This design comes from an exercise in tuning for small area on the open sky130 flow, not from production work. In this exercise RTL edits were held to simulation tests only and were not proved equivalent to the original. Power and IR drop assume default switching activity.

==> flow/design.v <==
package frame_decoder_pkg;
    typedef logic [47:0] link_word_t;    
    typedef logic [7:0]  link_byte_t;
    typedef logic [2:0]  byte_cnt_t;     
    localparam int BUF_ENTRY_W = 49;
    localparam link_word_t SOF_WORD   = 48'hEA_FF_99_DE_AD_FF;
    localparam link_word_t EOF_WORD   = 48'hEA_FF_99_DE_AD_AA;
    localparam byte_cnt_t  WORD_BYTES = 3'd6;
endpackage
`timescale 1ns/1ps
module frame_fsm (
    input  logic       rx_pixel_clk,
    input  logic       rst_n,
    input  frame_decoder_pkg::link_word_t in_word,
    input  logic       in_valid,
    input  logic       last_word,
    input  logic       buf_full,
    output logic       load,
    output logic       dec,
    output logic       wr_en,
    output logic [frame_decoder_pkg::BUF_ENTRY_W-1:0] wr_entry,
    output logic       commit,
    output logic       discard
);
    localparam logic [1:0] ST_HUNT = 2'd0, ST_HEADER = 2'd1, ST_PAYLOAD = 2'd2, ST_EOF = 2'd3;
    logic [1:0] state;
    logic [1:0] state_nxt;
    frame_decoder_pkg::byte_cnt_t last_cnt;     
    frame_decoder_pkg::byte_cnt_t hdr_cnt;
    logic [7:0] hdr_mask;
    logic       is_sof;
    logic       is_eof;
    logic       part;
    logic       commit_nxt;
    logic       discard_nxt;
    assign hdr_mask = in_word[15:8];
    assign is_sof   = (in_word == frame_decoder_pkg::SOF_WORD);
    assign is_eof   = (in_word == frame_decoder_pkg::EOF_WORD);
    always_comb begin
        case (hdr_mask)
            8'd1:    hdr_cnt = 3'd1;
            8'd3:    hdr_cnt = 3'd2;
            8'd7:    hdr_cnt = 3'd3;
            8'd15:   hdr_cnt = 3'd4;
            8'd31:   hdr_cnt = 3'd5;
            default: hdr_cnt = frame_decoder_pkg::WORD_BYTES;
        endcase
    end
    assign part     = last_word && (last_cnt != frame_decoder_pkg::WORD_BYTES);
    assign wr_entry = {part, part ? last_cnt : in_word[47:45], in_word[44:0]};
    always_comb begin
        state_nxt   = state;
        load        = 1'b0;
        dec         = 1'b0;
        wr_en       = 1'b0;
        commit_nxt  = 1'b0;
        discard_nxt = 1'b0;
        if (in_valid) begin
            case (state)
                ST_HUNT: begin
                    if (is_sof) state_nxt = ST_HEADER;
                end
                ST_HEADER: begin
                    if (in_word[39:16] == '0) begin
                        state_nxt = ST_EOF;
                    end else begin
                        load      = 1'b1;
                        state_nxt = ST_PAYLOAD;
                    end
                end
                ST_PAYLOAD: begin
                    if (buf_full) begin
                        discard_nxt = 1'b1;      
                        state_nxt   = ST_HUNT;
                    end else begin
                        wr_en = 1'b1;
                        dec   = 1'b1;
                        if (last_word) state_nxt = ST_EOF;
                    end
                end
                default: begin
                    commit_nxt  = is_eof;
                    discard_nxt = !is_eof;
                    state_nxt   = ST_HUNT;
                end
            endcase
        end
    end
    always_ff @(posedge rx_pixel_clk) begin
        if (!rst_n) begin
            state   <= ST_HUNT;
            commit  <= 1'b0;
            discard <= 1'b0;
        end else begin
            state   <= state_nxt;
            commit  <= commit_nxt;
            discard <= discard_nxt;
        end
    end
    always_ff @(posedge rx_pixel_clk) begin
        if (in_valid && state == ST_HEADER) last_cnt <= hdr_cnt;
    end
endmodule
`timescale 1ns/1ps
module word_counter (
    input  logic       rx_pixel_clk,
    input  logic       rst_n,
    input  logic       load,
    input  logic [23:0] load_len,
    input  logic       dec,
    output logic       last_word
);
    logic [6:0] count;
    always_ff @(posedge rx_pixel_clk) begin
        if (load) begin
            count <= (|load_len[23:7]) ? 7'd127 : load_len[6:0];
        end else if (dec) begin
            count <= count - 1'b1;
        end
    end
    assign last_word = (count == 7'd1);
endmodule
`timescale 1ns/1ps
module frame_buffer #(
    parameter int BUF_ADDR_W = 6
) (
    input  logic       rx_pixel_clk,
    input  logic       rst_n,
    input  logic       wr_en,
    input  logic [frame_decoder_pkg::BUF_ENTRY_W-1:0] wr_entry,
    input  logic       commit,
    input  logic       discard,
    input  logic       rd_en,
    output logic       buf_full,
    output logic       rd_avail,
    output logic [frame_decoder_pkg::BUF_ENTRY_W-1:0] rd_entry
);
    localparam int DEPTH = 1 << BUF_ADDR_W;
    localparam int W     = frame_decoder_pkg::BUF_ENTRY_W;
    logic [BUF_ADDR_W:0] wr_ptr;
    logic [BUF_ADDR_W:0] commit_ptr;
    logic [BUF_ADDR_W:0] rd_ptr;
    logic [BUF_ADDR_W:0] used;
    always_ff @(posedge rx_pixel_clk) begin
        if (!rst_n) begin
            wr_ptr     <= '0;
            commit_ptr <= '0;
            rd_ptr     <= '0;
        end else begin
            if (discard) begin
                wr_ptr <= commit_ptr;    
            end else if (wr_en) begin
                wr_ptr <= wr_ptr + 1'b1;
            end
            if (commit) commit_ptr <= wr_ptr;
            if (rd_en) rd_ptr <= rd_ptr + 1'b1;
        end
    end
    assign used     = wr_ptr - rd_ptr;
    assign buf_full = used[BUF_ADDR_W];
    assign rd_avail = (commit_ptr != rd_ptr);
    logic [W-1:0] mem [0:DEPTH-1];
    always_ff @(posedge rx_pixel_clk) begin
        if (wr_en) mem[wr_ptr[BUF_ADDR_W-1:0]] <= wr_entry;
    end
    assign rd_entry = mem[rd_ptr[BUF_ADDR_W-1:0]];
endmodule
`timescale 1ns/1ps
module byte_unpacker (
    input  logic       rx_pixel_clk,
    input  logic       rst_n,
    input  logic       rd_avail,
    input  logic [frame_decoder_pkg::BUF_ENTRY_W-1:0] rd_entry,
    input  logic       full,
    output logic       rd_en,
    output logic       wr_en,
    output frame_decoder_pkg::link_byte_t wr_byte
);
    frame_decoder_pkg::link_word_t cur_word;
    frame_decoder_pkg::byte_cnt_t  remain;      
    frame_decoder_pkg::byte_cnt_t  rd_cnt;
    logic                          idle;
    assign rd_cnt = rd_entry[48] ? rd_entry[47:45] : frame_decoder_pkg::WORD_BYTES;
    assign idle   = (remain == '0);
    always_comb begin
        wr_byte = '0;
        for (int b = 0; b < 6; b++) begin
            wr_byte = wr_byte | (cur_word[b*8 +: 8] & {8{remain == 3'(b + 1)}});
        end
    end
    assign wr_en = !idle && !full;
    assign rd_en = rd_avail && (idle || (remain == 3'd1 && wr_en));
    always_ff @(posedge rx_pixel_clk) begin
        if (!rst_n) begin
            remain <= '0;
        end else if (rd_en) begin
            remain <= rd_cnt;
        end else if (wr_en) begin
            remain <= remain - 3'd1;
        end
    end
    always_ff @(posedge rx_pixel_clk) begin
        if (rd_en) cur_word <= rd_entry[47:0];
    end
endmodule
`timescale 1ns/1ps
module byte_fifo #(
    parameter int BYTE_ADDR_W = 5
) (
    input  logic       rx_pixel_clk,
    input  logic       rst_n,
    input  logic       wr_en,
    input  frame_decoder_pkg::link_byte_t wr_byte,
    input  logic       byte_rd,
    output logic       full,
    output frame_decoder_pkg::link_byte_t byte_data,
    output logic       byte_empty
);
    localparam int DEPTH = 1 << BYTE_ADDR_W;
    logic [BYTE_ADDR_W:0] wr_ptr;
    logic [BYTE_ADDR_W:0] rd_ptr;
    always_ff @(posedge rx_pixel_clk) begin
        if (!rst_n) begin
            wr_ptr <= '0;
            rd_ptr <= '0;
        end else begin
            if (wr_en) wr_ptr <= wr_ptr + 1'b1;
            if (byte_rd) rd_ptr <= rd_ptr + 1'b1;
        end
    end
    assign byte_empty = (wr_ptr == rd_ptr);
    assign full       = (wr_ptr == {~rd_ptr[BYTE_ADDR_W], rd_ptr[BYTE_ADDR_W-1:0]});
    frame_decoder_pkg::link_byte_t mem [DEPTH];
    always_ff @(posedge rx_pixel_clk) begin
        if (wr_en) mem[wr_ptr[BYTE_ADDR_W-1:0]] <= wr_byte;
    end
    assign byte_data = mem[rd_ptr[BYTE_ADDR_W-1:0]];
endmodule
`timescale 1ns/1ps
module frame_decoder_top #(
    parameter int BUF_ADDR_W  = 6,
    parameter int BYTE_ADDR_W = 5
) (
    input  logic        rx_pixel_clk,
    input  logic        rst_n,
    input  logic [63:0] rx_data,
    input  logic        rx_valid,
    input  logic        byte_rd,
    output frame_decoder_pkg::link_byte_t  byte_data,
    output logic        byte_empty
);
    frame_decoder_pkg::link_word_t in_word;
    logic       load;
    logic       dec;
    logic       last_word;
    logic       buf_wr_en;
    logic [frame_decoder_pkg::BUF_ENTRY_W-1:0] wr_entry;
    logic       commit;
    logic       discard;
    logic       buf_full;
    logic       rd_en;
    logic       rd_avail;
    logic [frame_decoder_pkg::BUF_ENTRY_W-1:0] rd_entry;
    logic       fifo_wr_en;
    frame_decoder_pkg::link_byte_t wr_byte;
    logic       fifo_full;
    assign in_word = {rx_data[7:0], rx_data[15:8], rx_data[23:16],
                      rx_data[31:24], rx_data[39:32], rx_data[47:40]};
    frame_fsm frame_fsm_i (
        .rx_pixel_clk (rx_pixel_clk),
        .rst_n        (rst_n),
        .in_word      (in_word),
        .in_valid     (rx_valid),
        .last_word    (last_word),
        .buf_full     (buf_full),
        .load         (load),
        .dec          (dec),
        .wr_en        (buf_wr_en),
        .wr_entry     (wr_entry),
        .commit       (commit),
        .discard      (discard)
    );
    word_counter word_counter_i (
        .rx_pixel_clk (rx_pixel_clk),
        .rst_n        (rst_n),
        .load         (load),
        .load_len     (in_word[39:16]),
        .dec          (dec),
        .last_word    (last_word)
    );
    frame_buffer #(
        .BUF_ADDR_W (BUF_ADDR_W)
    ) frame_buffer_i (
        .rx_pixel_clk (rx_pixel_clk),
        .rst_n        (rst_n),
        .wr_en        (buf_wr_en),
        .wr_entry     (wr_entry),
        .commit       (commit),
        .discard      (discard),
        .rd_en        (rd_en),
        .buf_full     (buf_full),
        .rd_avail     (rd_avail),
        .rd_entry     (rd_entry)
    );
    byte_unpacker byte_unpacker_i (
        .rx_pixel_clk (rx_pixel_clk),
        .rst_n        (rst_n),
        .rd_avail     (rd_avail),
        .rd_entry     (rd_entry),
        .full         (fifo_full),
        .rd_en        (rd_en),
        .wr_en        (fifo_wr_en),
        .wr_byte      (wr_byte)
    );
    byte_fifo #(
        .BYTE_ADDR_W (BYTE_ADDR_W)
    ) byte_fifo_i (
        .rx_pixel_clk (rx_pixel_clk),
        .rst_n        (rst_n),
        .wr_en        (fifo_wr_en),
        .wr_byte      (wr_byte),
        .byte_rd      (byte_rd),
        .full         (fifo_full),
        .byte_data    (byte_data),
        .byte_empty   (byte_empty)
    );
endmodule
Settings: LEC_CHECK=0, CAP_MARGIN=20, CORE_MARGIN=2, CORE_UTILIZATION=40, CTS_CLUSTER_DIAMETER=70, CTS_CLUSTER_SIZE=25, SLEW_MARGIN=20; clock period 8.0 ns.
run.sh (not shown) runs the stock make flow with config.mk's settings and CLKGATE_MAP_FILE= SYNTH_SCRIPT=/design/flow/synth_recipe.tcl, a recipe that flattens the netlist after the stock synthesis.
Then changed:
--- a/flow/design.v
+++ b/flow/design.v
@@ -156,17 +156,32 @@
             if (rd_en) rd_ptr <= rd_ptr + 1'b1;
         end
     end
     assign used     = wr_ptr - rd_ptr;
     assign buf_full = used[BUF_ADDR_W];
     assign rd_avail = (commit_ptr != rd_ptr);
-    logic [W-1:0] mem [0:DEPTH-1];
+    logic [W-1:0] row [DEPTH];
+    logic [DEPTH-1:0] set;
+    logic [DEPTH-1:0] rsel;
+    always_comb begin
+        for (int r = 0; r < DEPTH; r++) begin
+            set[r]  = (wr_ptr[BUF_ADDR_W-1:0] == r) && wr_en;
+            rsel[r] = (rd_ptr[BUF_ADDR_W-1:0] == r);
+        end
+    end
     always_ff @(posedge rx_pixel_clk) begin
-        if (wr_en) mem[wr_ptr[BUF_ADDR_W-1:0]] <= wr_entry;
+        for (int r = 0; r < DEPTH; r++) begin
+            if (set[r]) row[r] <= wr_entry;
+        end
+    end
+    always_comb begin
+        rd_entry = '0;
+        for (int r = 0; r < DEPTH; r++) begin
+            rd_entry = rd_entry | (row[r] & {W{rsel[r]}});
+        end
     end
-    assign rd_entry = mem[rd_ptr[BUF_ADDR_W-1:0]];
 endmodule
 `timescale 1ns/1ps
 module byte_unpacker (
     input  logic       rx_pixel_clk,
     input  logic       rst_n,
     input  logic       rd_avail,
@@ -228,16 +243,31 @@
             if (byte_rd) rd_ptr <= rd_ptr + 1'b1;
         end
     end
     assign byte_empty = (wr_ptr == rd_ptr);
     assign full       = (wr_ptr == {~rd_ptr[BYTE_ADDR_W], rd_ptr[BYTE_ADDR_W-1:0]});
     frame_decoder_pkg::link_byte_t mem [DEPTH];
+    logic [DEPTH-1:0] set;
+    logic [DEPTH-1:0] rsel;
+    always_comb begin
+        for (int i = 0; i < DEPTH; i++) begin
+            set[i]  = (wr_ptr[BYTE_ADDR_W-1:0] == i) && wr_en;
+            rsel[i] = (rd_ptr[BYTE_ADDR_W-1:0] == i);
+        end
+    end
     always_ff @(posedge rx_pixel_clk) begin
-        if (wr_en) mem[wr_ptr[BYTE_ADDR_W-1:0]] <= wr_byte;
+        for (int i = 0; i < DEPTH; i++) begin
+            if (set[i]) mem[i] <= wr_byte;
+        end
+    end
+    always_comb begin
+        byte_data = '0;
+        for (int i = 0; i < DEPTH; i++) begin
+            byte_data = byte_data | (mem[i] & {8{rsel[i]}});
+        end
     end
-    assign byte_data = mem[rd_ptr[BYTE_ADDR_W-1:0]];
 endmodule
 `timescale 1ns/1ps
 module frame_decoder_top #(
     parameter int BUF_ADDR_W  = 6,
     parameter int BYTE_ADDR_W = 5
 ) (
Hold slack gets better by 0.026 ns.
Register-to-register slack got worse by 0.24 ns.
Global-route usage rises by 12 points.
Power drops slightly.
Area after synthesis goes down by a few percent.
Setup slack improves by 0.093 ns.
Cell count rises by about a fifth.
Wire length is higher by well over a third.
Cell area went down by a few percent.

re-timing with driven ports:
No port has a modelled driver above. Below, the same layouts with a new extraction and two added sets of constraints.
Step 1, drivers: a clkbuf_16 drives rx_pixel_clk and a buf_2 each remaining input, both assumed.
Step 2 moves the port delays by t, midway between the first and last clock arrival at a register: inputs arrive t later, outputs are due t later. That takes back most of the time a late clock gives input paths.
a / b / c = ideal ports / drivers / drivers and shift; a / b = the first two.
run | t (ns) | setup WS [ns] | worst data-port slew with drivers (ns)
the first run | 0.979 | 2.140 / 2.038 / 1.809 | 0.25
the second run | 0.986 | 2.233 / 2.128 / 1.935 | 0.26
After both steps setup and hold are still met in every run listed. The setup slack of the first run, which loses most, moves by -0.102 ns with the drivers and by -0.331 ns with both steps.
